Source: an optimization exercise on an open RTL-to-GDS flow (aim: small area). Production flows keep margins and buffers that such runs may drop.
Only simulation tests tie the RTL to the original design; equivalence was not proved.
No driver is modelled on the clock port, so clocking that relies on it looks cheaper here than on a real chip.
Power figures rest on the tool's default switching activity, not on a simulated workload.

$ cat design/flow/flow/run.sh
#!/bin/bash
# Own layout flow: the standard ORFS flow (standard.sh), with
#  - the port buffers that global placement inserts taken from the smallest
#    buffer cell,
#  - the ports placed on the die's edge in an order that keeps the ports
#    meeting at the same cells together (flow/pins.tcl),
#  - clock tree synthesis clustering more sinks per leaf buffer and adding
#    no dummy loads, and
#  - after CTS, clock buffers upsized only where the flip-flop clock-pin
#    slew needs it (flow/post_cts.tcl).
set -euo pipefail
here=$(cd "$(dirname "${BASH_SOURCE[0]}")" && pwd)
export BUFFER_PORTS_ARGS="-buffer_cell sky130_fd_sc_hd__buf_1"
export CTS_ARGS="-sink_clustering_enable -repair_clock_nets -sink_clustering_size 30 -sink_clustering_max_diameter 100 -buf_list sky130_fd_sc_hd__clkbuf_4 -dont_use_dummy_load"
export PRE_IO_PLACEMENT_TCL="$here/pins.tcl"
export POST_CTS_TCL="$here/post_cts.tcl"
bash standard.sh > standard_flow.log 2>&1
$ cat design/flow/flow/pins.tcl
# Places every port on the die's edge, in an order that keeps together the
# ports that meet at the same cells, so that those cells sit close together:
#  - per read-data bit b: bmem_rdata[b] and the four i_rdata and four d_rdata
#    bits it feeds, centred on the bottom edge;
#  - per address bit: bmem_raddr, i_addr, d_addr and bmem_addr;
#  - the single-bit ports;
#  - per write-data bit b: the four d_wdata bits and bmem_wdata[b].
# Pins sit on every second routing track (met2 on the bottom and top edges,
# met3 on the left and right), as place_pins spaces them by default.
set block [ord::get_db_block]
set tech [ord::get_db_tech]
set die [$block getDieArea]
set dx [$die xMax]
set dy [$die yMax]
set corner 5000
set m2 [$tech findLayer met2]
set m3 [$tech findLayer met3]
# track coordinates (dbu) of met2 (x) and met3 (y)
set g2 [$block findTrackGrid $m2]
set g3 [$block findTrackGrid $m3]
set xs [$g2 getGridX]
set ys [$g3 getGridY]
set bx {}
for {set i 0} {$i < [llength $xs]} {incr i 2} {
  set x [lindex $xs $i]
  if {$x >= $corner && $x <= $dx - $corner} { lappend bx $x }
}
set ly {}
for {set i 0} {$i < [llength $ys]} {incr i 2} {
  set y [lindex $ys $i]
  if {$y >= $corner && $y <= $dy - $corner} { lappend ly $y }
}
# slots around the edge: left (top to bottom), bottom (left to right),
# right (bottom to top), top (right to left)
set slots {}
foreach y [lreverse $ly] { lappend slots [list met3 0 $y] }
foreach x $bx { lappend slots [list met2 $x 0] }
foreach y $ly { lappend slots [list met3 $dx $y] }
foreach x [lreverse $bx] { lappend slots [list met2 $x $dy] }

set order {}
for {set b 0} {$b < 64} {incr b} {
  lappend order "bmem_rdata\[$b\]"
  for {set k 0} {$k < 4} {incr k} {
    lappend order "i_rdata\[[expr {64*$k+$b}]\]" "d_rdata\[[expr {64*$k+$b}]\]"
  }
}
set n_rd [llength $order]
for {set b 5} {$b < 32} {incr b} {
  lappend order "bmem_raddr\[$b\]" "i_addr\[$b\]" "d_addr\[$b\]" "bmem_addr\[$b\]"
}
foreach p {clk rst i_read d_read d_write bmem_ready bmem_rvalid i_resp d_resp bmem_read bmem_write} { lappend order $p }
for {set b 0} {$b < 5} {incr b} {
  lappend order "bmem_raddr\[$b\]" "bmem_addr\[$b\]" "i_addr\[$b\]" "d_addr\[$b\]"
}
for {set b 0} {$b < 64} {incr b} {
  for {set k 0} {$k < 4} {incr k} { lappend order "d_wdata\[[expr {64*$k+$b}]\]" }
  lappend order "bmem_wdata\[$b\]"
}
set n_ports 0
foreach bt [$block getBTerms] {
  if {[lsearch {POWER GROUND} [$bt getSigType]] < 0} { incr n_ports }
}
if {[llength $order] != $n_ports} {
  error "pins.tcl: ordered [llength $order] ports, the design has $n_ports"
}
if {[llength $order] > [llength $slots]} {
  error "pins.tcl: [llength $order] ports, [llength $slots] places"
}
# centre the read-data block on the bottom edge
set start [expr {[llength $ly] + [llength $bx] / 2 - $n_rd / 2}]
if {$start < 0} { set start 0 }
set i $start
foreach p $order {
  set s [lindex $slots [expr {$i % [llength $slots]}]]
  lassign $s layer x y
  if {$layer eq "met2"} {
    set size {0.14 0.485}
  } else {
    set size {0.8 0.3}
  }
  place_pin -pin_name $p -layer $layer -location [list [expr {$x / 1000.0}] [expr {$y / 1000.0}]] -pin_size $size -force_to_die_boundary
  incr i
}
puts "pins.tcl: placed [llength $order] ports in [llength $slots] places"
$ cat design/flow/flow/post_cts.tcl
# Runs at the end of ORFS's CTS step (POST_CTS_TCL). Upsizes each clock buffer
# whose flip-flop clock pins see a slew above the target, one drive step at a
# time, then legalises the placement again. Before that, cells on paths with
# setup slack to spare are downsized (repair_timing -recover_power).
estimate_parasitics -placement
repair_timing -recover_power 100 -verbose
set clk_slew_target [expr {[info exists ::env(CLK_SLEW_TARGET)] ? $::env(CLK_SLEW_TARGET) : 0.122}]
set clk_sizes {sky130_fd_sc_hd__clkbuf_1 sky130_fd_sc_hd__clkbuf_2 sky130_fd_sc_hd__clkbuf_4 sky130_fd_sc_hd__clkbuf_8 sky130_fd_sc_hd__clkbuf_16}
for {set iter 0} {$iter < 4} {incr iter} {
  estimate_parasitics -placement
  set slow [dict create]
  foreach pin [get_pins -hierarchical */CLK] {
    set s [expr {max([get_property $pin slew_max_rise], [get_property $pin slew_max_fall])}]
    if {$s > $clk_slew_target} {
      set net [get_nets -of_objects $pin]
      foreach drv [get_pins -of_objects $net -filter "direction == output"] {
        dict set slow [get_property [get_cells -of_objects $drv] full_name] 1
      }
    }
  }
  if {[dict size $slow] == 0} { break }
  set n 0
  foreach name [dict keys $slow] {
    set inst [[ord::get_db_block] findInst $name]
    set m [[$inst getMaster] getName]
    set i [lsearch $clk_sizes $m]
    if {$i >= 0 && $i < [llength $clk_sizes] - 1} {
      replace_cell [get_cells $name] [lindex $clk_sizes [expr {$i + 1}]]
      incr n
    }
  }
  puts "post_cts: iteration $iter upsized $n clock buffers"
  if {$n == 0} { break }
}
detailed_placement
check_placement -verbose
estimate_parasitics -placement
$ cat design/flow/standard.sh
#!/bin/bash
# synth_recipe.tcl (not shown) runs the flow's synth.tcl, then flattens the netlist and writes it again
# the make line also repeats each setting of config.mk as NAME=value (left out here)
make -C /OpenROAD-flow-scripts/flow DESIGN_CONFIG=/design/flow/config.mk WORK_HOME=/design/flow/orfs CLKGATE_MAP_FILE= SYNTH_SCRIPT=/design/flow/synth_recipe.tcl "${@:-finish}"
$ cat design/flow/config.mk
export PLATFORM = sky130hd
export DESIGN_NAME = bmem_line_adapter
export DESIGN_NICKNAME = bmem_line_adapter
export VERILOG_FILES = /design/flow/design.v
export SDC_FILE = /design/flow/constraint.sdc
export NUM_CORES = 4
export LEC_CHECK = 0
export CAP_MARGIN = 20
export CORE_AREA = 10 10 350 350
export DIE_AREA = 0 0 360 360
export SLEW_MARGIN = 20
$ cat design/flow/constraint.sdc
create_clock -name core_clock -period 5.0 [get_ports {clk}]
set_input_delay 1.0000 -clock core_clock [delete_from_list [all_inputs] [get_ports {clk}]]
set_output_delay 1.0000 -clock core_clock [all_outputs]
set_load 0.01 [all_outputs]
$ cat design/flow/design.v
package bmem_pkg;
    localparam int BEAT_W      = 64;
    localparam int BEATS       = 4;
    localparam int LINE_W      = BEAT_W * BEATS;
    localparam int OFFSET_BITS = 5;
endpackage
module rr_arbiter2 (
    input  logic req_i,
    input  logic req_d,
    input  logic last_d,
    output logic gnt_d,
    output logic any_req
);
    assign gnt_d   = req_d & (~req_i | ~last_d);
    assign any_req = req_i | req_d;
endmodule
module bmem_line_adapter #(
    parameter int ADDR_W = 32,
    parameter int BEAT_W = 64,
    parameter int BEATS  = 4
) (
    input  logic                      clk,
    input  logic                      rst,
    input  logic [ADDR_W-1:0]         i_addr,
    input  logic                      i_read,
    output logic [BEAT_W*BEATS-1:0]   i_rdata,
    output logic                      i_resp,
    input  logic [ADDR_W-1:0]         d_addr,
    input  logic                      d_read,
    input  logic                      d_write,
    input  logic [BEAT_W*BEATS-1:0]   d_wdata,
    output logic [BEAT_W*BEATS-1:0]   d_rdata,
    output logic                      d_resp,
    output logic [ADDR_W-1:0]         bmem_addr,
    output logic                      bmem_read,
    output logic                      bmem_write,
    output logic [BEAT_W-1:0]         bmem_wdata,
    input  logic                      bmem_ready,
    input  logic [ADDR_W-1:0]         bmem_raddr,
    input  logic [BEAT_W-1:0]         bmem_rdata,
    input  logic                      bmem_rvalid
);
    localparam int LINE_W = BEAT_W * BEATS;
    localparam int OFF    = bmem_pkg::OFFSET_BITS;
    logic              wr_q;     
    logic              rdi_q;    
    logic              rdw_q;    
    logic              resp_q;   
    logic              gnt_q;    
    logic [BEATS-1:0]  beat_n;    
    logic              idle;
    logic              gnt_d;
    logic              any_req;
    logic              beat_hit;
    logic              last;
    logic [ADDR_W-1:0] line_addr;
    logic [BEAT_W-1:0] beat_q [BEATS];
    rr_arbiter2 u_arb (
        .req_i   (i_read),
        .req_d   (d_read | d_write),
        .last_d  (gnt_q),
        .gnt_d   (gnt_d),
        .any_req (any_req)
    );
    assign idle      = ~(wr_q | rdi_q | rdw_q | resp_q);
    assign line_addr = {(gnt_q ? d_addr[ADDR_W-1:OFF] : i_addr[ADDR_W-1:OFF]), {OFF{1'b0}}};
    assign beat_hit  = rdw_q & bmem_rvalid & (bmem_raddr == line_addr);
    assign last      = ~beat_n[BEATS-1];
    always_ff @(posedge clk or posedge rst) begin
        if (rst) begin
            wr_q   <= 1'b0;
            rdi_q  <= 1'b0;
            rdw_q  <= 1'b0;
            resp_q <= 1'b0;
            gnt_q  <= 1'b0;
            beat_n  <= {{(BEATS-1){1'b1}}, 1'b0};
        end else begin
            if (idle && any_req) begin
                gnt_q <= gnt_d;
                wr_q  <= gnt_d & d_write;
                rdi_q <= ~(gnt_d & d_write);
            end
            if (wr_q && bmem_ready) begin
                beat_n <= {beat_n[BEATS-2:0], beat_n[BEATS-1]};
                if (last) begin
                    wr_q   <= 1'b0;
                    resp_q <= 1'b1;
                end
            end
            if (rdi_q && bmem_ready) begin
                rdi_q <= 1'b0;
                rdw_q <= 1'b1;
            end
            if (beat_hit) begin
                beat_n <= {beat_n[BEATS-2:0], beat_n[BEATS-1]};
                if (last) begin
                    rdw_q  <= 1'b0;
                    resp_q <= 1'b1;
                end
            end
            if (resp_q)
                resp_q <= 1'b0;
        end
    end
    always_ff @(posedge clk) begin
        for (int k = 0; k < BEATS - 1; k++)
            if (beat_hit && !beat_n[k])
                beat_q[k] <= bmem_rdata;
        beat_q[BEATS-1] <= bmem_rdata;
    end
    always_comb
        for (int k = 0; k < BEATS; k++)
            i_rdata[k*BEAT_W +: BEAT_W] = beat_q[k];
    assign d_rdata    = i_rdata;
    assign i_resp     = resp_q & ~gnt_q;
    assign d_resp     = resp_q & gnt_q;
    assign bmem_read  = rdi_q;
    assign bmem_write = wr_q;
    assign bmem_addr  = line_addr;
    always_comb begin
        bmem_wdata = '1;
        for (int k = 0; k < BEATS; k++)
            bmem_wdata &= d_wdata[k*BEAT_W +: BEAT_W] | {BEAT_W{beat_n[k]}};
    end
endmodule
==> out/metrics.cfg, run 1 <==
[outcome]
status = no timing/DRC/antenna violations

[timing]
slew_violations = 0
finalCritPeriodShare_pct = 77.2
finalHoldViolCount = 0
max-slew-margin-rel_pct = 39.2
fmaxAchievable_ghz = 0.259
final.setup_skew_ns = 0.0690
setup_viol_count_final = 0
worstMarginPinSlew_ns = 0.912
rsz0062_at_grt = false
whs_ns = 0.181
layout_min_cycle_time_ns = 3.86

[final_layout]
most-common-layout-cells = 1019 x buf_1, 192 x edfxtp_1, 128 x o22ai_1
finish.cell_count_without_fillers = 3109
nNetsFinal = 2021
final_common_cell = buf_1
final_layout_size_suffix_gt1_share_pct = 2.01
layout-area-overhead-vs-synth_pct = 35.2

[placement]
dp_hpwl_microns = 29900
port_buffers = 1019
gp_congestion = 0.741
numPlacedInstances = 3095

[clock_network]
clock_sinks = 265
cts.reportedPaths.clkPinSlew_ns = 0.10
clock_network_latency_to_the_later_pin_of_the_worst_skew_pair_ns = 0.73
clock_tree_from_tritoncts = done

[yosys]
synth-seq-cells = 265
synth_cells = 845
ffs_w_async_s_r_synth_pct = 3.40
synth_cell_type_count = 29
post-synth-top-area-cell = edfxtp_1
ys_top_cells_by_area = edfxtp_1 51%, buf_4 18%, dfxtp_1 11%, o22ai_1 7.1%, mux2_2 2.8%
ys_seq_area_share_pct = 64.8
synth_warnings = 2
syn-cell-area_sq_um = 11200
synthFlopType = edfxtp_1
syn_area_per_cell_sq_um = 13.3
synth-edff-count = 192
synth_top_area_share_pct = 51.3

[global_route]
globalRouteOverflowTotal = 0
grt_pass1_wl_microns = 53300
grt_start_max_net_pins = 68
number_of_global_route_vias_before_repair = 9449
grt_antenna_before_repair = 2
groute.usage.overall_pct = 4.92

[die]
floorplan.initialDensity_pct = 9.81
ios = 0
die_area_sq_um = 130000
floorplan.core_area_sq_um = 115000
floorplan.die.height_microns = 360
die_w_microns = 360
floorplan.rows = 124

[detailed_routing]
firstDrtPassIters = 4
drt_first_iter_violations = 452
wl_per_cell_microns = 11.7
viasPerCell = 2.81
detailroute.via_count = 8751
postRouteWirelength_microns = 36400
drc = 0
drt.antenna.violating_nets = 0

[worst_setup_path]
startpoint_kind_of_the_worst_setup_timing_path = register
worstSetupPathType = reg -> reg
critical_path_peak_fanout = 64
crit_required_ns = 5.31
critPathCaptureType = register
cp_data_arrival_time_ns = 4.17

[pwr]
power.static_leakage_nw = 4.28
totalPowerFinal_mw = 4.01
power_density_nw_per_um2 = 264
irDropWorstVdd_mv = 0.203

[flow_run]
number_of_max_cap_violations = 0

[hold_path]
min_path_type = in -> async

## cell usage after synthesis, drive strengths merged, types with 3 or more instances
master / number
buf: 272
dfrtp: 6
mux2: 31
clkbuf: 21
nand2: 6
xor2: 27
dfxtp: 64
edfxtp: 192
nor2: 65
o22ai: 128
o21ai: 3
dfstp: 3
nor4: 10
## layout make-up
type | count | area (sq um)
repair buffers | 1027 | 3920
well taps | 1512 | 1890
inverters | 2 | 7.51
diodes | 1 | 2.50
fillers | 13000 | 99300
flip-flops and latches | 265 | 7280
clock buffers | 13 | 244
multi-input cells | 289 | 1850
## worst max-delay path, cell delays in order, from the launching register on
cell      delay, ns
dfrtp_1        0.95
clkbuf_1       0.33
mux2_1         0.39
xor2_1         0.19
nor4_1         0.30
nand4_1        0.24
nor4_1         0.51
buf_12         0.34
## report_power, final
part	internal (mW)	leakage [nW]	switching [mW]
clock	0.339	0.124	0.616
combinational	0.269	1.78	0.333
sequential	2.39	2.37	0.0578
total	3.00	4.28	1.01
## per-stage QoR
step	area, sq um	setup TNS [ns]	setup WS (ns)	utilization, %
detailed placement	15000	0	1.29	13.1
floorplan	11300	-230.18	-1.20	-
global placement	15000	0	1.34	13.1
global route	15200	0	0.874	13.3
finish	15200	0	1.14	13.3
## state kept, by name (all words and copies together) (netlist names)
signal and cells:
beat_q 256, rdw_q 1, gnt_q 1, wr_q 1
resp_q 1, beat_n 4, rdi_q 1
## path summary, 6_finish.rpt
kind | startpoint | to | slack, ns | depth (start not counted)
max | gnt_q$_DFFE_PP0N_ | beat_q[0][1]$_DFFE_PP_ | 1.14 | 7
min | rst | wr_q$_DFF_PP0_ | 0.18 | 2
min reg2reg | resp_q$_DFF_PP0_ | resp_q$_DFF_PP0_ | 0.50 | 1
max reg2reg | gnt_q$_DFFE_PP0N_ | beat_q[0][1]$_DFFE_PP_ | 1.14 | 7
min in group core_clock | bmem_rdata[46] | beat_q[3][46]$_DFF_P_ | 0.42 | 1
max in group asynchronous | rst | beat_n[3]$_DFFE_PP1P_ | 4.53 | 2
## layer usage
| metal | vias up | part of all wire, % | GRT usage (%) |
|---|---|---|---|
| met3 | 30 | 8.6 | 2.00 |
| met4 | 2 | 1.9 | 1.28 |
| li1 | 4273 | - | - |
| met2 | 399 | 58 | 10.2 |
| met5 | - | 0.036 | 0 |
| met1 | 4047 | 31 | 4.21 |
## kinds of logic after synthesis
group / after synthesis / synth area share (%)
compound gates: 136 / 7.71
simple gates: 90 / 3.43
mux: 31 / 3.21
flops: 265 / 64.8
buf+inv: 295 / 18.7
xor+xnor: 27 / 2.11
other cells: 1 / 0.0334
==> run 2, diff against run 1 <==
--- a/design/flow/config.mk
+++ b/design/flow/config.mk
@@ -7,5 +7,5 @@
 export LEC_CHECK = 0
 export CAP_MARGIN = 20
-export CORE_AREA = 10 10 350 350
-export DIE_AREA = 0 0 360 360
+export CORE_AREA = 10 10 290 290
+export DIE_AREA = 0 0 300 300
 export SLEW_MARGIN = 20
==> out/metrics.cfg, run 2 <==
[detailed_routing]
firstDrtPassIters = 4
wl_per_cell_microns = 13.5
drt_first_iter_violations = 361
detailroute.via_count = 8770
drc = 0
drt.antenna.violating_nets = 0
viasPerCell = 3.33
postRouteWirelength_microns = 35500

[worst_setup_path]
cp_slowest_stage_delay_ns = 0.75
cp_data_arrival_time_ns = 4.42
crit_chain = clkbuf_1 > mux2_1 > xor2_1 > or4_1 > nor4_1 > buf_12
timing.critical_path.buf_inv = 2
crit_required_ns = 5.30
worstSetupPathType = reg -> reg
critPathTopFamily = simple AND/OR/NAND/NOR gates
critical_path_peak_fanout = 64
startpoint_kind_of_the_worst_setup_timing_path = register
cp.depth = 6
reg2regPathDepth = 6
critPathCaptureType = register
critPathSlowestCell = clkbuf_1
register_to_register_setup_slack_ns = 0.88

[final_layout]
final_layout_size_suffix_gt1_share_pct = 1.75
final_common_cell = buf_1
reg.largest.list = beat_q (256), beat_n (4)
registers.top_by_ff_count = beat_q
layout-area-overhead-vs-synth_pct = 30.1
finish.cell_count_without_fillers = 2637
largest_register_ffs = 256
most-common-layout-cells = 1019 x buf_1, 192 x edfxtp_1, 128 x o22ai_1
nNetsFinal = 2021
final.fill_count = 8535

[yosys]
post-synth-top-count-cell = buf_4
synth-edff-count = 192
synth_top_area_share_pct = 51.3
ys_seq_area_share_pct = 64.8
syn-cell-area_sq_um = 11200
synth_cells = 845
ys_top_cells_by_count = 262 x buf_4, 192 x edfxtp_1, 128 x o22ai_1
syn_area_per_cell_sq_um = 13.3
synth-seq-cells = 265
post-synth-top-area-cell = edfxtp_1
synthFlopType = edfxtp_1
ffs_w_async_s_r_synth_pct = 3.40
synth_cell_type_count = 29
synth_warnings = 2
ys_top_cells_by_area = edfxtp_1 51%, buf_4 18%, dfxtp_1 11%, o22ai_1 7.1%, mux2_2 2.8%

[global_route]
grt_pass1_wl_microns = 50800
grt_antenna_before_repair = 1
globalRouteOverflowTotal = 0
groute.usage.overall_pct = 6.78
number_of_global_route_vias_before_repair = 9325
grt_start_max_net_pins = 68

[die]
floorplan.rows = 102
die_w_microns = 300
die_area_sq_um = 90000
ios = 0
floorplan.initialDensity_pct = 14.5
floorplan.core_area_sq_um = 77600
floorplan.die.height_microns = 300

[timing]
worstMarginPinSlew_ns = 0.927
setup_viol_count_final = 0
final.setup_skew_ns = 0.0266
slew_violations = 0
whs_ns = 0.229
rsz0062_at_grt = false
fmaxAchievable_ghz = 0.243
finalCritPeriodShare_pct = 82.4
layout_min_cycle_time_ns = 4.12
max-slew-margin-rel_pct = 38.2
finalHoldViolCount = 0

[flow_run]
number_of_max_cap_violations = 0

[outcome]
status = no timing/DRC/antenna violations

[pwr]
power.static_leakage_nw = 4.29
irDropWorstVdd_mv = 0.238
power_density_nw_per_um2 = 273

[clock_network]
cts.reportedPaths.clkPinSlew_ns = 0.10
clock_sinks = 265
clock_tree_from_tritoncts = done
clock_network_latency_to_the_later_pin_of_the_worst_skew_pair_ns = 0.68

[placement]
numPlacedInstances = 2622
port_buffers = 1019
gp_congestion = 0.750
dp_hpwl_microns = 29000

[hold_path]
min_path_type = in -> async

run 2: power breakdown:
group          switching [mW]  internal [mW]
combinational           0.341          0.261
sequential             0.0428           2.39
clock                   0.601          0.356
total                   0.985           3.01
run 2: logic make-up after synthesis:
group,after synthesis,synth area share (%)
multiplexers,31,3.21
AO/OA/AOI/OAI,136,7.71
other,1,0.0334
AND/OR/NAND/NOR,90,3.43
flip-flops,265,64.8
buffers and inverters,295,18.7
XOR/XNOR,27,2.11
run 2: layout make-up:
type | count | area [sq um] | share of cell area, %
Sequential cell | 265 | 7280 | 49.8
Tap cell | 1040 | 1300 | 8.90
Clock buffer | 13 | 255 | 1.75
Inverter | 2 | 7.51 | 0.0514
Multi-Input combinational cell | 289 | 1840 | 12.6
Antenna cell | 1 | 2.50 | 0.0171
Timing Repair Buffer | 1027 | 3930 | 26.9
run 2: routing by layer:
metal	GRT usage [%]	vias up	part of all wire [%]
li1	-	4273	-
met4	1.94	0	2.1
met1	6.25	3989	32
met2	13.4	473	56
met3	2.70	35	9.5
met5	0	-	0
run 2: worst paths after layout:
kind,endpoint,start
worst max-delay path,beat_q[0][2]$_DFFE_PP_,gnt_q$_DFFE_PP0N_
worst min-delay path,gnt_q$_DFFE_PP0N_,rst
worst max register to register,beat_q[0][2]$_DFFE_PP_,gnt_q$_DFFE_PP0N_
worst min register to register,resp_q$_DFF_PP0_,resp_q$_DFF_PP0_
max in group asynchronous,beat_n[1]$_DFFE_PP1P_,rst
min in group core_clock,beat_q[3][41]$_DFF_P_,bmem_rdata[41]
run 2: metrics by stage:
stage               total power, mW  TNS, ns  area, sq um  utilization [%]  setup WS [ns]
finish                         3.99        0        14600             18.8          0.878
global route                   4.22        0        14600             18.8          0.681
detailed placement             3.13        0        14400             18.6           1.41
global placement               3.13        0        14400             18.6           1.47
floorplan                      2.89  -230.18        11300                -          -1.20
==> run 3, diff against run 2 <==
--- a/design/flow/config.mk
+++ b/design/flow/config.mk
@@ -7,5 +7,5 @@
 export LEC_CHECK = 0
 export CAP_MARGIN = 20
-export CORE_AREA = 10 10 290 290
-export DIE_AREA = 0 0 300 300
+export CORE_AREA = 10 10 315 315
+export DIE_AREA = 0 0 325 325
 export SLEW_MARGIN = 20
==> out/metrics.cfg, run 3 <==
[worst_setup_path]
cp_data_arrival_time_ns = 4.13
startpoint_kind_of_the_worst_setup_timing_path = register
reg2regPathDepth = 6
critPathCaptureType = register
worstSetupPathType = reg -> reg
crit_chain = clkbuf_2 > mux2_1 > xor2_1 > or4_1 > nor4_1 > buf_12
crit_required_ns = 5.31
cp_slowest_stage_delay_ns = 0.63
critPathSlowestCell = dfrtp_1
critical_path_peak_fanout = 64

[final_layout]
final.fill_count = 10400
registers.top_by_ff_count = beat_q
largest_register_ffs = 256
final_layout_size_suffix_gt1_share_pct = 1.63
final_common_cell = buf_1
most-common-layout-cells = 1019 x buf_1, 192 x edfxtp_1, 128 x o22ai_1
nNetsFinal = 2017
fin_area_sq_um = 14800
layout-area-overhead-vs-synth_pct = 32.2
reg.largest.list = beat_q (256), beat_n (4)

[die]
floorplan.initialDensity_pct = 12.2
floorplan.core_area_sq_um = 91900
floorplan.rows = 111
floorplan.die.height_microns = 325
ios = 0
die_area_sq_um = 106000
die_w_microns = 325

[timing]
layout_min_cycle_time_ns = 3.81
finalHoldViolCount = 0
finalSetupTns_ns = 0
max-slew-margin-rel_pct = 50.6
fmaxAchievable_ghz = 0.262
final.setup_skew_ns = 0.0244
setup_viol_count_final = 0
worstMarginPinSlew_ns = 0.741
finalCritPeriodShare_pct = 76.3
slew_violations = 0
rsz0062_at_grt = false

[outcome]
status = no timing/DRC/antenna violations

[global_route]
number_of_global_route_vias_before_repair = 9258
grt_antenna_before_repair = 2
globalRouteOverflowTotal = 0
grt_start_max_net_pins = 69
grt_pass1_wl_microns = 53100
groute.usage.overall_pct = 6.09

[pwr]
irDropWorstVdd_mv = 0.252
power.static_leakage_nw = 4.27
power_density_nw_per_um2 = 271

[detailed_routing]
detailroute.via_count = 8794
postRouteWirelength_microns = 36500
drc = 0
viasPerCell = 3.10
firstDrtPassIters = 5
wl_per_cell_microns = 12.8
drt.antenna.violating_nets = 0
drt_first_iter_violations = 403

[yosys]
ffs_w_async_s_r_synth_pct = 3.40
synth_warnings = 2
ys_seq_area_share_pct = 64.8
syn-cell-area_sq_um = 11200
post-synth-top-count-cell = buf_4
synth_top_area_share_pct = 51.3
synth-edff-count = 192
ys_top_cells_by_area = edfxtp_1 51%, buf_4 18%, dfxtp_1 11%, o22ai_1 7.1%, mux2_2 2.8%
ys_top_cells_by_count = 262 x buf_4, 192 x edfxtp_1, 128 x o22ai_1
synth_cells = 845
synth_cell_type_count = 29
synthFlopType = edfxtp_1
post-synth-top-area-cell = edfxtp_1
syn_area_per_cell_sq_um = 13.3
synth-seq-cells = 265

[hold_path]
min_path_type = in -> async

[clock_network]
clock_sinks = 265
cts.reportedPaths.clkPinSlew_ns = 0.09
clock_network_latency_to_the_later_pin_of_the_worst_skew_pair_ns = 0.69
clock_tree_from_tritoncts = done

[placement]
gp_congestion = 0.773
dp_hpwl_microns = 29700
placed_area_sq_um = 14700
port_buffers = 1019

[flow_run]
number_of_max_cap_violations = 0

## run 3: worst max-delay path, delay by kind of cell (launching register included)
kind                      cells  cell delay [ns]
and+or+nand+nor               2             1.18
buffers and inverters         2             0.84
DFF                           1             0.63
muxes                         1             0.40
xor gates and xnor gates      1             0.18
## run 3: per-layer routing
layer	wire, microns	track usage, %
met1	11700	5.45
met2	20800	12.3
met3	3160	2.35
met4	821	1.82
met5	0	0
## run 3: kinds of logic after synthesis
kind of cell	after synthesis	synth area share, %
flops	265	64.8
buf+inv	295	18.7
compound gates	136	7.71
other cells	1	0.0334
xor+xnor	27	2.11
mux	31	3.21
simple gates	90	3.43
## run 3: through the flow
stage               worst slack [ns]  total power, mW  utilization, %  instances  hold WS (ns)
floorplan                      -1.20             2.89               -        849         0.438
finish                          1.19             4.02            16.1       2837         0.230
global placement                1.39             3.13            15.9       2822         0.488
detailed placement              1.34             3.14            15.9       2822         0.500
global route                   0.981             4.24            16.1       2837         0.167
## run 3: report_power, final
group,total (mW),switching [mW],internal (mW)
Combinational,0.610,0.348,0.262
Clock,0.979,0.622,0.358
Sequential,2.43,0.0410,2.39
Total,4.02,1.01,3.01
## run 3: path summary, 6_finish.rpt
| path | endpoint | slack, ns | start |
|---|---|---|---|
| setup / recovery | beat_q[0][3]$_DFFE_PP_ | 1.19 | gnt_q$_DFFE_PP0N_ |
| hold / removal | rdi_q$_DFFE_PP0P_ | 0.23 | rst |
| setup reg to reg | beat_q[0][3]$_DFFE_PP_ | 1.19 | gnt_q$_DFFE_PP0N_ |
| hold reg to reg | resp_q$_DFF_PP0_ | 0.51 | resp_q$_DFF_PP0_ |
| max in group asynchronous | beat_n[1]$_DFFE_PP1P_ | 4.47 | rst |
| min in group core_clock | beat_q[3][45]$_DFF_P_ | 0.45 | bmem_rdata[45] |
## run 3: layout make-up
cell class	count	area [sq um]	share of cell area, %
sequential	265	7290	49.1
inverter	2	7.51	0.0506
antenna	2	5.00	0.0337
clock buffer	13	255	1.72
multi-input combinational	289	1840	12.4
tap	1243	1560	10.5
timing repair buffer	1023	3890	26.2
==> run 4, diff against run 3 <==
--- a/design/flow/config.mk
+++ b/design/flow/config.mk
@@ -7,5 +7,5 @@
 export LEC_CHECK = 0
 export CAP_MARGIN = 20
-export CORE_AREA = 10 10 315 315
-export DIE_AREA = 0 0 325 325
+export CORE_AREA = 10 10 390 390
+export DIE_AREA = 0 0 400 400
 export SLEW_MARGIN = 20
==> out/metrics.cfg, run 4 <==
[yosys]
synth-edff-count = 192
synth_top_area_share_pct = 51.3
syn_area_per_cell_sq_um = 13.3
post-synth-top-area-cell = edfxtp_1
ys_seq_area_share_pct = 64.8
ys_top_cells_by_count = 262 x buf_4, 192 x edfxtp_1, 128 x o22ai_1
synth_warnings = 2
ffs_w_async_s_r_synth_pct = 3.40
post-synth-top-count-cell = buf_4
synth_cells = 845
synth-seq-cells = 265
ys_top_cells_by_area = edfxtp_1 51%, buf_4 18%, dfxtp_1 11%, o22ai_1 7.1%, mux2_2 2.8%
synthFlopType = edfxtp_1
synth_cell_type_count = 29
syn-cell-area_sq_um = 11200

[final_layout]
final.fill_count = 16400
final_layout_size_suffix_gt1_share_pct = 1.88
registers.top_by_ff_count = beat_q
final-seq-area_sq_um = 7280
nNetsFinal = 2019
most-common-layout-cells = 1019 x buf_1, 192 x edfxtp_1, 128 x o22ai_1
postLayoutCoreUtil_pct = 11.0
layout-area-overhead-vs-synth_pct = 40.0
finish.cell_count_without_fillers = 3500
final_common_cell = buf_1
largest_register_ffs = 256
fin_area_sq_um = 15700
multi_input_area_sq_um = 1900
reg.largest.list = beat_q (256), beat_n (4)

[timing]
rsz0062_at_grt = false
fmaxAchievable_ghz = 0.277
worst_slack_ns = 1.39
finalCritPeriodShare_pct = 72.2
finalSetupTns_ns = 0
finalHoldViolCount = 0
slew_violations = 0
max-slew-margin-rel_pct = 49.8
setup_viol_count_final = 0
whs_ns = 0.169
layout_min_cycle_time_ns = 3.61
final.setup_skew_ns = 0.0879
worstMarginPinSlew_ns = 0.752

[die]
floorplan.initialDensity_pct = 7.83
die_w_microns = 400
ios = 0
floorplan.rows = 139
floorplan.die.height_microns = 400
die_area_sq_um = 160000
floorplan.core_area_sq_um = 143000

[pwr]
power.static_leakage_nw = 4.27
totalPowerFinal_mw = 4.02
power_density_nw_per_um2 = 255
irDropWorstVdd_mv = 0.286

[worst_setup_path]
crit_required_ns = 5.32
critPathCaptureType = register
worstSetupPathType = reg -> reg
startpoint_kind_of_the_worst_setup_timing_path = register
critical_path_peak_fanout = 64
cp_data_arrival_time_ns = 3.93

[placement]
gp_congestion = 0.736
dp_hpwl_microns = 29800
placed_area_sq_um = 15500
worst_setup_timing_slack_at_the_placement_stage_ns = 1.37
numPlacedInstances = 3484
port_buffers = 1019

[detailed_routing]
viasPerCell = 2.50
drt.antenna.violating_nets = 0
firstDrtPassIters = 4
postRouteWirelength_microns = 36000
detailroute.via_count = 8765
drt_first_iter_violations = 476
wl_per_cell_microns = 10.3
drc = 0

[outcome]
status = no timing/DRC/antenna violations

[hold_path]
min_path_type = in -> async

[global_route]
grt_pass1_wl_microns = 48400
groute.usage.overall_pct = 3.62
grt_antenna_before_repair = 2
globalRouteOverflowTotal = 0
grt_start_max_net_pins = 69
number_of_global_route_vias_before_repair = 8821

[clock_network]
cts.reportedPaths.clkPinSlew_ns = 0.10
clock_tree_from_tritoncts = done
clock_sinks = 265
clock_network_latency_to_the_later_pin_of_the_worst_skew_pair_ns = 0.75

[flow_run]
number_of_max_cap_violations = 0

-- run 4: cell counts after synthesis --
No cell type changed its count.
-- run 4: layout make-up --
cell class / instances / area share, %
diodes: 3 / 0.0477
clock buffers: 13 / 1.55
inverters: 2 / 0.0477
multi-input cells: 289 / 12.1
flip-flops and latches: 265 / 46.3
well taps: 1903 / 15.1
repair buffers: 1025 / 24.8
-- run 4: kinds of logic after synthesis --
| family | count (synthesis) | share of synthesized area, % |
|---|---|---|
| AO/OA/AOI/OAI | 136 | 7.71 |
| XOR/XNOR | 27 | 2.11 |
| buffers and inverters | 295 | 18.7 |
| flip-flops | 265 | 64.8 |
| multiplexers | 31 | 3.21 |
| other | 1 | 0.0334 |
| AND/OR/NAND/NOR | 90 | 3.43 |
-- run 4: power by group --
part,switching [mW],leakage [nW],internal (mW)
Combinational,0.370,1.78,0.263
Clock,0.626,0.124,0.340
Sequential,0.0248,2.37,2.39
-- run 4: path summary, 6_finish.rpt --
| path | from | to | slack, ns | cells after the start |
|---|---|---|---|---|
| min in group core_clock | bmem_rdata[43] | beat_q[3][43]$_DFF_P_ | 0.39 | 1 |
| worst min-delay path | rst | gnt_q$_DFFE_PP0N_ | 0.17 | 2 |
| worst max register to register | gnt_q$_DFFE_PP0N_ | beat_q[0][2]$_DFFE_PP_ | 1.39 | 6 |
| worst min register to register | resp_q$_DFF_PP0_ | resp_q$_DFF_PP0_ | 0.51 | 1 |
| max in group asynchronous | rst | beat_n[1]$_DFFE_PP1P_ | 4.53 | 2 |
| worst max-delay path | gnt_q$_DFFE_PP0N_ | beat_q[0][2]$_DFFE_PP_ | 1.39 | 6 |
-- run 4: metal layers --
layer,up-vias,share of wire [%],track usage [%]
li1,4279,-,-
met1,4025,27,3.07
met2,423,57,7.54
met3,38,13,1.35
met4,0,2.4,1.16
met5,-,0,0
-- run 4: critical path, cell delays in order, from the launching register on --
cell	delay (ns)
dfrtp_1	0.36
clkbuf_2	0.60
mux2_1	0.41
xor2_1	0.19
or4_1	0.75
nor4_4	0.36
buf_12	0.31
==> run 5, diff against run 4 <==
--- a/design/flow/flow/run.sh
+++ b/design/flow/flow/run.sh
@@ -12,5 +12,5 @@
 here=$(cd "$(dirname "${BASH_SOURCE[0]}")" && pwd)
 export BUFFER_PORTS_ARGS="-buffer_cell sky130_fd_sc_hd__buf_1"
-export CTS_ARGS="-sink_clustering_enable -repair_clock_nets -sink_clustering_size 30 -sink_clustering_max_diameter 100 -buf_list sky130_fd_sc_hd__clkbuf_4 -dont_use_dummy_load"
+export CTS_ARGS="-sink_clustering_enable -repair_clock_nets -sink_clustering_size 20 -sink_clustering_max_diameter 60 -buf_list sky130_fd_sc_hd__clkbuf_4 -dont_use_dummy_load"
 export PRE_IO_PLACEMENT_TCL="$here/pins.tcl"
 export POST_CTS_TCL="$here/post_cts.tcl"
--- a/design/flow/config.mk
+++ b/design/flow/config.mk
@@ -7,5 +7,5 @@
 export LEC_CHECK = 0
 export CAP_MARGIN = 20
-export CORE_AREA = 10 10 390 390
-export DIE_AREA = 0 0 400 400
+export CORE_AREA = 10 10 350 350
+export DIE_AREA = 0 0 360 360
 export SLEW_MARGIN = 20
==> out/metrics.cfg, run 5 <==
[outcome]
status = no timing/DRC/antenna violations

[clock_network]
clock_sinks = 265
clock_network_latency_to_the_later_pin_of_the_worst_skew_pair_ns = 0.72
clock_tree_from_tritoncts = done
cts.reportedPaths.clkPinSlew_ns = 0.10

[worst_setup_path]
critical_path_peak_fanout = 64
critPathSlowestCell = dfrtp_1
cp_data_arrival_time_ns = 4.16
critical-path-top-cell-by-count = nor4_1
reg2regPathDepth = 7
crit_chain = clkbuf_1 > mux2_1 > xor2_1 > nor4_1 > nand4_1 > nor4_1 > buf_12
r2r-start = gnt_q$_DFFE_PP0N_
crit_required_ns = 5.28
critical_path.reg2reg.endpoint = beat_q[0][0]$_DFFE_PP_
startpoint_kind_of_the_worst_setup_timing_path = register
register_to_register_setup_slack_ns = 1.12
critPathCaptureType = register
cp_slowest_stage_delay_ns = 0.95
worstSetupPathType = reg -> reg

[pwr]
irDropWorstVdd_mv = 0.187
power_density_nw_per_um2 = 260
power.static_leakage_nw = 4.27

[placement]
gp_congestion = 0.741
numPlacedInstances = 3095
dp_hpwl_microns = 29900
port_buffers = 1019
worst_setup_timing_slack_at_the_placement_stage_ns = 1.29

[final_layout]
largest_register_ffs = 256
final_layout_size_suffix_gt1_share_pct = 2.31
most-common-layout-cells = 1019 x buf_1, 192 x edfxtp_1, 128 x o22ai_1
postLayoutCoreUtil_pct = 13.2
layout-area-overhead-vs-synth_pct = 35.0
nNetsFinal = 2026
registers.top_by_ff_count = beat_q
reg.largest.list = beat_q (256), beat_n (4)
final_common_cell = buf_1
finish.cell_count_without_fillers = 3115
final.fill_count = 13000

[timing]
final.setup_skew_ns = 0.0799
fmaxAchievable_ghz = 0.258
worst_slack_ns = 1.12
setup_viol_count_final = 0
layout_min_cycle_time_ns = 3.88
finalCritPeriodShare_pct = 77.6
whs_ns = 0.188
max-slew-margin-rel_pct = 39.6
slew_violations = 0
finalHoldViolCount = 0
rsz0062_at_grt = false
worstMarginPinSlew_ns = 0.905

[die]
floorplan.die.height_microns = 360
floorplan.rows = 124
die_w_microns = 360
floorplan.core_area_sq_um = 115000
ios = 0
die_area_sq_um = 130000
floorplan.initialDensity_pct = 9.81

[yosys]
syn-cell-area_sq_um = 11200
ys_top_cells_by_area = edfxtp_1 51%, buf_4 18%, dfxtp_1 11%, o22ai_1 7.1%, mux2_2 2.8%
ys_seq_area_share_pct = 64.8
syn_area_per_cell_sq_um = 13.3
ffs_w_async_s_r_synth_pct = 3.40
post-synth-top-count-cell = buf_4
ys_top_cells_by_count = 262 x buf_4, 192 x edfxtp_1, 128 x o22ai_1
synthFlopType = edfxtp_1
synth-edff-count = 192
post-synth-top-area-cell = edfxtp_1
synth-seq-cells = 265
synth_cells = 845
synth_warnings = 2
synth_top_area_share_pct = 51.3
synth_cell_type_count = 29

[hold_path]
min_path_type = in -> async

[global_route]
grt_start_max_net_pins = 68
grt_pass1_wl_microns = 53300
grt_antenna_before_repair = 2
number_of_global_route_vias_before_repair = 9512
groute.usage.overall_pct = 4.92
globalRouteOverflowTotal = 0

[detailed_routing]
firstDrtPassIters = 4
detailroute.via_count = 8793
drc = 0
viasPerCell = 2.82
postRouteWirelength_microns = 36300
wl_per_cell_microns = 11.7
drt_first_iter_violations = 414
drt.antenna.violating_nets = 0

[flow_run]
number_of_max_cap_violations = 0

[run 5: worst max-delay path, delay by kind of cell (launching register included)]
kind | cells | cell delay, ns
xor gates and xnor gates | 1 | 0.19
muxes | 1 | 0.39
buffers and inverters | 2 | 0.67
and+or+nand+nor | 3 | 1.05
DFF | 1 | 0.95
[run 5: metal layers]
layer	track usage [%]	wire length (microns)	vias to the layer above
li1	-	-	4283
met4	1.40	741	0
met3	1.97	3110	30
met5	0	0	-
met2	10.2	21300	405
met1	4.18	11200	4075
[run 5: worst max-delay path by stage]
stage / start / slack (ns) / cells past startpoint / endpoint
floorplan: d_addr[5] / -1.20 / 4 / beat_q[0][0]$_DFFE_PP_
detailed placement: gnt_q$_DFFE_PP0N_ / 1.29 / 7 / beat_q[0][0]$_DFFE_PP_
finish: gnt_q$_DFFE_PP0N_ / 1.12 / 7 / beat_q[0][0]$_DFFE_PP_
global placement: gnt_q$_DFFE_PP0N_ / 1.34 / 7 / beat_q[0][0]$_DFFE_PP_
global route: gnt_q$_DFFE_PP0N_ / 0.84 / 7 / beat_q[2][0]$_DFFE_PP_
[run 5: cell type report]
| cell class | count | area, sq um | area share, % |
|---|---|---|---|
| Antenna cell | 2 | 5.00 | 0.0330 |
| Clock buffer | 18 | 216 | 1.43 |
| Inverter | 2 | 7.51 | 0.0495 |
| Timing Repair Buffer | 1027 | 3920 | 25.8 |
| Sequential cell | 265 | 7280 | 48.0 |
| Tap cell | 1512 | 1890 | 12.5 |
| Multi-Input combinational cell | 289 | 1850 | 12.2 |
[run 5: cell families (layout without fill, tap and decap cells)]
group | after synthesis | after routing | synth area share [%]
compound gates | 136 | 136 | 7.71
xor+xnor | 27 | 27 | 2.11
buf+inv | 295 | 1047 | 18.7
flops | 265 | 265 | 64.8
mux | 31 | 31 | 3.21
other cells | 1 | 7 | 0.0334
simple gates | 90 | 90 | 3.43
[run 5: stage by stage]
stage	area [sq um]	power, mW	TNS (ns)
6_report	15200	3.94	0
5_1_grt	15200	4.16	0
3_5_place_dp	15000	3.15	0
3_3_place_gp	15000	3.14	0
2_1_floorplan	11300	2.89	-230.18
[run 5: report_power, final]
part	switching [mW]	internal, mW	total (mW)
clock	0.611	0.277	0.889
combinational	0.333	0.269	0.602
sequential	0.0574	2.39	2.45
total	1.00	2.94	3.94
==> run 6, diff against run 5 <==
--- a/design/flow/flow/post_cts.tcl
+++ b/design/flow/flow/post_cts.tcl
@@ -33,4 +33,37 @@
   if {$n == 0} { break }
 }
+# Downsize the remaining logic cells and flip-flops, one drive step at a time, while no
+# max-slew or max-capacitance limit is broken and the setup slack stays
+# above 0.3 ns.
+proc try_downsize {} {
+  set n 0
+  foreach inst [[ord::get_db_block] getInsts] {
+    set m [[$inst getMaster] getName]
+    if {![regexp {^(sky130_fd_sc_hd__[a-z0-9]+)_([0-9]+)$} $m -> base drive]} { continue }
+    if {$drive <= 1 || [string match "*clk*" $base]} { continue }
+    set sizes {}
+    foreach lc [get_lib_cells */${base}_*] {
+      if {[regexp {_([0-9]+)$} [get_name $lc] -> d] && $d < $drive} { lappend sizes $d }
+    }
+    if {[llength $sizes] == 0} { continue }
+    set smaller [lindex [lsort -integer -decreasing $sizes] 0]
+    set name [$inst getName]
+    replace_cell [get_cells $name] ${base}_$smaller
+    estimate_parasitics -placement
+    if {[sta::max_slew_violation_count] > 0 || [sta::max_capacitance_violation_count] > 0 || [sta::worst_slack_cmd max] < 3e-10} {
+      replace_cell [get_cells $name] $m
+    } else {
+      incr n
+    }
+  }
+  estimate_parasitics -placement
+  return $n
+}
+for {set iter 0} {$iter < 4} {incr iter} {
+  set n [try_downsize]
+  puts "post_cts: downsize pass $iter downsized $n cells"
+  if {$n == 0} { break }
+}
+
 detailed_placement
 check_placement -verbose
==> out/metrics.cfg, run 6 <==
[yosys]
synth_cells = 845
synth_fa_ha_area_share_pct = 0
synth_top_area_share_pct = 51.3
post-synth-top-count-cell = buf_4
post-synth-top-area-cell = edfxtp_1
ys_top_cells_by_count = 262 x buf_4, 192 x edfxtp_1, 128 x o22ai_1
xor_xnor_share_of_the_synthesized_area_pct = 2.11
synth_mux_area_share_pct = 3.21
synth-edff-count = 192
synth_warnings = 2
synth-seq-cells = 265
ys_top_cells_by_area = edfxtp_1 51%, buf_4 18%, dfxtp_1 11%, o22ai_1 7.1%, mux2_2 2.8%
ffs_w_async_s_r_synth_pct = 3.40
synth_compound_area_share_pct = 7.71
yosys.area_share.simple_pct = 3.43
ys_seq_area_share_pct = 64.8
syn-cell-area_sq_um = 11200
synth_cell_type_count = 29
syn_area_per_cell_sq_um = 13.3
dominant_combinational_cell_family_by_area_after_synthesis = buffers and inverters
synthFlopType = edfxtp_1

[timing]
whs_ns = 0.188
rsz0062_at_grt = false
final.setup_skew_ns = 0.0793
fmaxAchievable_ghz = 0.242
max-slew-margin-rel_pct = 30.8
finalHoldViolCount = 0
setup_viol_count_final = 0
slew_violations = 0
finalCritPeriodShare_pct = 82.7
layout_min_cycle_time_ns = 4.14
worstMarginPinSlew_ns = 1.04

[worst_setup_path]
critPathSlowestCell = dfstp_1
cp_slowest_stage_delay_ns = 1.18
crit_chain = buf_2 > o22ai_1 > nor2_1 > buf_1
critical_path.reg2reg.endpoint = beat_q[0][0]$_DFFE_PP_
crit_required_ns = 4.00
r2r-start = gnt_q$_DFFE_PP0N_
critPathCaptureType = output port
critical_path_peak_fanout = 40
worstSetupPathType = reg -> out
register_to_register_setup_slack_ns = 0.92
startpoint_kind_of_the_worst_setup_timing_path = register
timing.critical_path.buf_inv = 2
reg2regPathDepth = 7
critPathTopFamily = flip-flops
cp_data_arrival_time_ns = 3.14

[die]
floorplan.rows = 124
die_w_microns = 360
floorplan.core_area_sq_um = 115000
floorplan.initialDensity_pct = 9.81
ios = 0
die_area_sq_um = 130000
floorplan.die.height_microns = 360

[global_route]
grt_pass1_wl_microns = 53300
grt_start_max_net_pins = 68
grt_antenna_before_repair = 2
grt_most_used_layer = met2
groute.usage.overall_pct = 4.92
global_route.usage.met3_pct = 1.97
globalRouteMet1Util_pct = 4.19
globalRouteOverflowTotal = 0
global_route.usage.met2_pct = 10.2
number_of_global_route_vias_before_repair = 9519

[final_layout]
final_layout_size_suffix_gt1_share_pct = 1.69
registers.top_by_ff_count = beat_q
nNetsFinal = 2026
layout-area-overhead-vs-synth_pct = 34.5
final.fill_count = 13000
fin_area_sq_um = 15100
final_common_cell = buf_1
most-common-layout-cells = 1019 x buf_1, 192 x edfxtp_1, 128 x o22ai_1
final-seq-area_sq_um = 7280
multi_input_area_sq_um = 1840
reg.largest.list = beat_q (256), beat_n (4)
largest_register_ffs = 256
postLayoutCoreUtil_pct = 13.2

[pwr]
totalPowerFinal_mw = 3.93
power.static_leakage_nw = 4.26
power_density_nw_per_um2 = 260
swShare_pct = 25.4
comb_power_share_pct = 15.1
power.share.clock_pct = 22.6
power.net_switching_mw = 1.00
internal-power_mw = 2.93
power_frac_seq_pct = 62.3
irDropWorstVdd_mv = 0.188

[placement]
port_buffers = 1019
dp_hpwl_microns = 29900
gp_congestion = 0.741
placed_area_sq_um = 15000

[clock_network]
clock_network_latency_to_the_later_pin_of_the_worst_skew_pair_ns = 0.72
clock_tree_from_tritoncts = done
clock_sinks = 265
cts.reportedPaths.clkPinSlew_ns = 0.10

[detailed_routing]
drt.antenna.violating_nets = 0
drt_first_iter_violations = 377
detailroute.via_count = 8805
wl_per_cell_microns = 11.7
firstDrtPassIters = 6
postRouteWirelength_microns = 36300
viasPerCell = 2.83
drc = 0

[outcome]
status = no timing/DRC/antenna violations

[hold_path]
min_path_type = in -> async

[flow_run]
number_of_max_cap_violations = 0

run 6: cell counts after synthesis:
No cell type changed its count.
run 6: cell type report:
class                      instances  share of cell area, %
sequential                       265                   48.2
tap                             1512                   12.5
antenna                            2                 0.0331
multi-input combinational        289                   12.2
timing repair buffer            1027                   25.6
inverter                           2                 0.0497
clock buffer                      18                   1.43
run 6: cell families after synthesis:
family | after synthesis
buffers and inverters | 295
DFF | 265
AOI/OAI and AO/OA | 136
and+or+nand+nor | 90
muxes | 31
xor gates and xnor gates | 27
other | 1
run 6: worst max-delay path by stage:
stage	start	end	depth (start not counted)
floorplan	d_addr[5]	beat_q[0][0]$_DFFE_PP_	4
global placement	gnt_q$_DFFE_PP0N_	beat_q[0][0]$_DFFE_PP_	7
detailed placement	gnt_q$_DFFE_PP0N_	beat_q[0][0]$_DFFE_PP_	7
global route	beat_n[3]$_DFFE_PP1P_	bmem_wdata[61]	4
finish	beat_n[3]$_DFFE_PP1P_	bmem_wdata[62]	4
run 6: worst register-to-register path, cell delays in order, from the launching register on:
cell,delay [ns]
dfrtp_1,0.95
clkbuf_1,0.33
mux2_1,0.39
xor2_1,0.19
nor4_1,0.29
nand4_1,0.24
nor4_1,0.32
buf_4,0.71
run 6: power by group through the flow:
stage	registers, mW	logic (mW)	clock network, mW
floorplan	2.49	0.404	0
global placement	2.50	0.638	0
detailed placement	2.50	0.646	0
global route	2.46	0.658	1.04
finish	2.45	0.594	0.888
run 6: stage by stage:
| stage | setup TNS [ns] | worst slack (ns) | instances |
|---|---|---|---|
| floorplan | -230.18 | -1.20 | 849 |
| global placement | 0 | 1.34 | 3095 |
| detailed placement | 0 | 1.29 | 3095 |
| global route | 0 | 0.528 | 3115 |
| finish | 0 | 0.863 | 3115 |
run 6: per-layer routing:
layer | part of all wire [%] | routed length, microns
met1 | 31 | 11200
met2 | 58 | 21100
met3 | 8.5 | 3100
met4 | 2.5 | 908
met5 | 0 | 0
==> run 7, diff against run 6 <==
--- a/design/flow/flow/post_cts.tcl
+++ b/design/flow/flow/post_cts.tcl
@@ -33,5 +33,5 @@
   if {$n == 0} { break }
 }
-# Downsize the remaining logic cells and flip-flops, one drive step at a time, while no
+# Downsize the remaining logic cells, one drive step at a time, while no
 # max-slew or max-capacitance limit is broken and the setup slack stays
 # above 0.3 ns.
@@ -41,5 +41,5 @@
     set m [[$inst getMaster] getName]
     if {![regexp {^(sky130_fd_sc_hd__[a-z0-9]+)_([0-9]+)$} $m -> base drive]} { continue }
-    if {$drive <= 1 || [string match "*clk*" $base]} { continue }
+    if {$drive <= 1 || [string match "*clk*" $base] || [string match "*df*" $base]} { continue }
     set sizes {}
     foreach lc [get_lib_cells */${base}_*] {
==> out/metrics.cfg, run 7 <==
[outcome]
status = no timing/DRC/antenna violations

[die]
ios = 0
die_area_sq_um = 130000
floorplan.die.height_microns = 360
floorplan.core_area_sq_um = 115000
floorplan.initialDensity_pct = 9.81
floorplan.rows = 124
die_w_microns = 360

[worst_setup_path]
worstSetupPathType = reg -> reg
critPathCaptureType = register
crit_required_ns = 5.26
critical_path_peak_fanout = 64
startpoint_kind_of_the_worst_setup_timing_path = register
cp_data_arrival_time_ns = 4.35

[yosys]
post-synth-top-area-cell = edfxtp_1
synth-edff-count = 192
ys_top_cells_by_count = 262 x buf_4, 192 x edfxtp_1, 128 x o22ai_1
syn-cell-area_sq_um = 11200
synthFlopType = edfxtp_1
ffs_w_async_s_r_synth_pct = 3.40
ys_seq_area_share_pct = 64.8
synth_warnings = 2
synth_cells = 845
syn_area_per_cell_sq_um = 13.3
synth-seq-cells = 265
post-synth-top-count-cell = buf_4
synth_top_area_share_pct = 51.3
synth_cell_type_count = 29
ys_top_cells_by_area = edfxtp_1 51%, buf_4 18%, dfxtp_1 11%, o22ai_1 7.1%, mux2_2 2.8%

[detailed_routing]
drc = 0
postRouteWirelength_microns = 36300
viasPerCell = 2.83
drt_first_iter_violations = 377
wl_per_cell_microns = 11.7
detailroute.via_count = 8805
drt.antenna.violating_nets = 0
firstDrtPassIters = 6

[timing]
final.setup_skew_ns = 0.0793
setup_viol_count_final = 0
max-slew-margin-rel_pct = 30.8
finalSetupTns_ns = 0
rsz0062_at_grt = false
slew_violations = 0
fmaxAchievable_ghz = 0.245
finalCritPeriodShare_pct = 81.7
worstMarginPinSlew_ns = 1.04
finalHoldViolCount = 0
layout_min_cycle_time_ns = 4.08

[global_route]
grt_antenna_before_repair = 2
globalRouteOverflowTotal = 0
number_of_global_route_vias_before_repair = 9519
grt_pass1_wl_microns = 53300
grt_start_max_net_pins = 68
groute.usage.overall_pct = 4.92

[placement]
numPlacedInstances = 3095
dp_hpwl_microns = 29900
gp_congestion = 0.741
port_buffers = 1019

[clock_network]
cts.reportedPaths.clkPinSlew_ns = 0.10
clock_network_latency_to_the_later_pin_of_the_worst_skew_pair_ns = 0.72
clock_tree_from_tritoncts = done
clock_sinks = 265

[pwr]
power_density_nw_per_um2 = 260
power.static_leakage_nw = 4.26
irDropWorstVdd_mv = 0.188

[final_layout]
reg.largest.list = beat_q (256), beat_n (4)
registers.top_by_ff_count = beat_q
final_common_cell = buf_1
most-common-layout-cells = 1019 x buf_1, 192 x edfxtp_1, 128 x o22ai_1
finish.cell_count_without_fillers = 3115
postLayoutCoreUtil_pct = 13.2
final_layout_size_suffix_gt1_share_pct = 1.75
largest_register_ffs = 256
final.fill_count = 13000
layout-area-overhead-vs-synth_pct = 34.5
nNetsFinal = 2026

[hold_path]
min_path_type = in -> async

[flow_run]
number_of_max_cap_violations = 0

## run 7: changes by cell type in the layout (fill, tap and decap cells not counted)
cell / delta
dfstp_2: +1
dfstp_1: -1
## run 7: final timing paths
check / from / to / slack [ns] / cells after the start
setup reg to reg: gnt_q$_DFFE_PP0N_ / beat_q[0][0]$_DFFE_PP_ / 0.92 / 7
setup / recovery: gnt_q$_DFFE_PP0N_ / beat_q[0][0]$_DFFE_PP_ / 0.92 / 7
hold / removal: rst / wr_q$_DFF_PP0_ / 0.19 / 2
min in group core_clock: bmem_rdata[37] / beat_q[3][37]$_DFF_P_ / 0.43 / 1
hold reg to reg: resp_q$_DFF_PP0_ / resp_q$_DFF_PP0_ / 0.50 / 1
max in group asynchronous: rst / beat_n[3]$_DFFE_PP1P_ / 4.52 / 2
## run 7: critical path: stages (launching register included)
cell      delay (ns)
dfrtp_1         0.95
clkbuf_1        0.33
mux2_1          0.39
xor2_1          0.19
nor4_1          0.29
nand4_1         0.24
nor4_1          0.32
buf_4           0.71
## run 7: cell families (layout without fill, tap and decap cells)
kind of cell	count (synthesis)	in the layout	synth area share [%]
buf+inv	295	1047	18.7
simple gates	90	90	3.43
flops	265	265	64.8
other cells	1	7	0.0334
xor+xnor	27	27	2.11
mux	31	31	3.21
compound gates	136	136	7.71
## run 7: final cells by class
cell class                      instances  area, sq um  share of cell area (%)
Sequential cell                       265         7280                    48.2
Timing Repair Buffer                 1027         3870                    25.6
Inverter                                2         7.51                  0.0497
Multi-Input combinational cell        289         1840                    12.2
Tap cell                             1512         1890                    12.5
Clock buffer                           18          216                    1.43
Antenna cell                            2         5.00                  0.0331
## run 7: power breakdown
| part | internal (mW) | switching [mW] |
|---|---|---|
| combinational | 0.263 | 0.332 |
| clock | 0.277 | 0.611 |
| sequential | 2.39 | 0.0576 |
## run 7: layer usage
| metal | wire length [microns] | GRT usage [%] | vias to the layer above |
|---|---|---|---|
| met4 | 908 | 1.53 | 0 |
| li1 | - | - | 4284 |
| met3 | 3100 | 1.97 | 36 |
| met1 | 11200 | 4.19 | 4074 |
| met5 | 0 | 0 | - |
| met2 | 21100 | 10.2 | 411 |
## run 7: per-stage QoR
step / hold slack, ns / cell area [sq um] / setup WS [ns] / total power, mW
final: 0.188 / 15100 / 0.915 / 3.93
after global routing: 0.116 / 15100 / 0.557 / 4.16
after detailed placement: 0.478 / 15000 / 1.29 / 3.15
after global placement: 0.471 / 15000 / 1.34 / 3.14
after floorplan: 0.438 / 11300 / -1.20 / 2.89
==> run 8, diff against run 7 <==
--- a/design/flow/flow/run.sh
+++ b/design/flow/flow/run.sh
@@ -3,4 +3,6 @@
 #  - the port buffers that global placement inserts taken from the smallest
 #    buffer cell,
+#  - one tie cell for the constant outputs (bmem_addr[4:0]) rather than one
+#    per port (SKIP_REPAIR_TIE_FANOUT),
 #  - the ports placed on the die's edge in an order that keeps the ports
 #    meeting at the same cells together (flow/pins.tcl),
@@ -13,4 +15,5 @@
 export BUFFER_PORTS_ARGS="-buffer_cell sky130_fd_sc_hd__buf_1"
 export CTS_ARGS="-sink_clustering_enable -repair_clock_nets -sink_clustering_size 20 -sink_clustering_max_diameter 60 -buf_list sky130_fd_sc_hd__clkbuf_4 -dont_use_dummy_load"
+export SKIP_REPAIR_TIE_FANOUT=1
 export PRE_IO_PLACEMENT_TCL="$here/pins.tcl"
 export POST_CTS_TCL="$here/post_cts.tcl"
==> out/metrics.cfg, run 8 <==
[outcome]
status = no timing/DRC/antenna violations

[hold_path]
min_path_type = in -> async

[worst_setup_path]
worst_setup_path_startpoint = beat_n[1]$_DFFE_PP1P_
worst_setup_path_endpoint = bmem_wdata[62]
crit_required_ns = 4.00
critical_path_peak_fanout = 35
startpoint_kind_of_the_worst_setup_timing_path = register
critPathCaptureType = output port
cp_data_arrival_time_ns = 2.71
critical_path.reg2reg.endpoint = beat_q[0][0]$_DFFE_PP_
worstSetupPathType = reg -> out
register_to_register_setup_slack_ns = 1.32
reg2regPathDepth = 6
r2r-start = gnt_q$_DFFE_PP0N_

[timing]
fmaxAchievable_ghz = 0.270
worstMarginPinSlew_ns = 0.808
finalCritPeriodShare_pct = 74.1
slew_violations = 0
rsz0062_at_grt = false
max-slew-margin-rel_pct = 45.7
final.setup_skew_ns = 0.0990
finalHoldViolCount = 0
layout_min_cycle_time_ns = 3.71
setup_viol_count_final = 0

[yosys]
ys_top_cells_by_area = edfxtp_1 51%, buf_4 18%, dfxtp_1 11%, o22ai_1 7.1%, mux2_2 2.8%
syn-cell-area_sq_um = 11200
post-synth-top-area-cell = edfxtp_1
ffs_w_async_s_r_synth_pct = 3.40
synth_cells = 845
syn_area_per_cell_sq_um = 13.3
ys_top_cells_by_count = 262 x buf_4, 192 x edfxtp_1, 128 x o22ai_1
synth_top_area_share_pct = 51.3
synth_warnings = 2
post-synth-top-count-cell = buf_4
synth-seq-cells = 265
ys_seq_area_share_pct = 64.8
synth_cell_type_count = 29
synthFlopType = edfxtp_1
synth-edff-count = 192

[die]
die_w_microns = 360
die_area_sq_um = 130000
floorplan.core_area_sq_um = 115000
ios = 0
floorplan.rows = 124
floorplan.initialDensity_pct = 9.81
floorplan.die.height_microns = 360

[detailed_routing]
viasPerCell = 2.82
firstDrtPassIters = 4
wl_per_cell_microns = 11.6
drt_first_iter_violations = 385
detailroute.via_count = 8773
drc = 0
drt.antenna.violating_nets = 0
postRouteWirelength_microns = 36200

[pwr]
power.static_leakage_nw = 4.26
irDropWorstVdd_mv = 0.218
power_density_nw_per_um2 = 261

[clock_network]
clock_tree_from_tritoncts = done
clock_sinks = 265
clock_network_latency_to_the_later_pin_of_the_worst_skew_pair_ns = 0.74
cts.reportedPaths.clkPinSlew_ns = 0.09

[final_layout]
nNetsFinal = 2022
finish.cell_count_without_fillers = 3110
registers.top_by_ff_count = beat_q
most-common-layout-cells = 1019 x buf_1, 192 x edfxtp_1, 128 x o22ai_1
layout-area-overhead-vs-synth_pct = 34.9
final_common_cell = buf_1
fin_area_sq_um = 15200
reg.largest.list = beat_q (256), beat_n (4)
final_layout_size_suffix_gt1_share_pct = 2.13
largest_register_ffs = 256

[placement]
placed_area_sq_um = 15000
gp_congestion = 0.737
numPlacedInstances = 3090
port_buffers = 1019
dp_hpwl_microns = 29700

[flow_run]
number_of_max_cap_violations = 0

[global_route]
number_of_global_route_vias_before_repair = 9448
grt_pass1_wl_microns = 53000
groute.usage.overall_pct = 4.91
grt_antenna_before_repair = 2
grt_start_max_net_pins = 68
globalRouteOverflowTotal = 0

==> run 8: cell counts after synthesis <==
No cell type changed its count.
==> run 8: layout make-up <==
cell class / count / area (sq um)
tap: 1512 / 1890
antenna: 1 / 2.50
inverter: 2 / 7.51
multi-input combinational: 285 / 1830
clock buffer: 19 / 230
sequential: 265 / 7280
timing repair buffer: 1026 / 3910
fill: 13000 / 99300
==> run 8: per-stage QoR <==
step | utilization (%) | hold WS, ns | power, mW | setup TNS [ns] | worst slack [ns]
after floorplan | - | 0.438 | 2.89 | -230.18 | -1.20
after global placement | 13.1 | 0.470 | 3.13 | 0 | 1.41
after detailed placement | 13.1 | 0.493 | 3.14 | 0 | 1.39
after global routing | 13.2 | 0.0860 | 4.18 | 0 | 1.05
final | 13.2 | 0.175 | 3.95 | 0 | 1.29
==> run 8: how the worst min path moves through the flow <==
stage                                start  cells after the start                 to
final                                  rst                      2     wr_q$_DFF_PP0_
after global routing                   rst                      2  rdi_q$_DFFE_PP0P_
after detailed placement  resp_q$_DFF_PP0_                      1   resp_q$_DFF_PP0_
after global placement    resp_q$_DFF_PP0_                      1   resp_q$_DFF_PP0_
after floorplan           resp_q$_DFF_PP0_                      1   resp_q$_DFF_PP0_
==> run 8: power by group <==
group	total, mW	switching [mW]	internal (mW)
Clock	0.913	0.619	0.294
Sequential	2.42	0.0248	2.39
Combinational	0.621	0.359	0.262
==> run 8: critical path, cell delays in order, from the launching register on <==
cell     delay, ns
dfstp_2       1.01
buf_4         0.46
o22ai_1       0.15
nor2_1        0.13
buf_1         0.16
==> run 8: kinds of logic after synthesis <==
| logic type | share of synthesized area [%] |
|---|---|
| buf+inv | 18.7 |
| flops | 64.8 |
| other cells | 0.0334 |
| compound gates | 7.71 |
| xor+xnor | 2.11 |
| simple gates | 3.43 |
| mux | 3.21 |
==> run 8: metal layers <==
metal  part of all wire, %  global-route usage [%]  routed length (microns)  up-vias
li1                      -                       -                        -     4277
met1                    31                    4.10                    11100     4047
met2                    59                    10.3                    21200      412
met3                   8.2                    1.90                     2970       35
met4                   2.6                    1.57                      927        2
met5                 0.055                       0                       20        -

==> static timing again, ports no longer ideal <==
Ports are ideal in the flow. The routed layouts listed here were re-timed in OpenROAD. Step 1: set_driving_cell puts a clkbuf_16 on clk and a buf_2 on each other input, an assumption about the parent block. Step 2 also shifts input and output timing later by t, the mid clock arrival at the registers, as if the neighbouring blocks saw the same clock. Three values: no drivers, after step 1, after step 2; two values: the first two.
run	t, ns	setup WS [ns]	worst hold slack (ns)	worst setup path after step 2	worst register clock-pin slew, ns
run 1	0.757	1.138 / 1.138 / 1.138	0.181 / 0.146 / 0.496	register to register	0.11 / 0.11
run 2	0.729	0.878 / 0.878 / 0.878	0.229 / 0.202 / 0.509	register to register	0.11 / 0.11
run 3	0.740	1.186 / 1.186 / 1.186	0.230 / 0.207 / 0.515	register to register	0.11 / 0.11
run 4	0.773	1.388 / 1.358 / 1.316	0.169 / 0.133 / 0.506	input to register	0.11 / 0.11
run 5	0.745	1.122 / 1.122 / 1.122	0.188 / 0.153 / 0.497	register to register	0.12 / 0.12
run 6	0.745	0.863 / 0.802 / 0.915	0.188 / 0.153 / 0.496	register to register	0.11 / 0.11
run 7	0.745	0.915 / 0.915 / 0.915	0.188 / 0.153 / 0.496	register to register	0.11 / 0.11
run 8	0.754	1.294 / 1.235 / 1.250	0.175 / 0.147 / 0.501	input to register	0.11 / 0.11
After both steps every run listed still meets setup and hold. For run 4, which loses most, drivers alone change the setup slack by -0.030 ns; drivers and shift together by -0.072 ns.
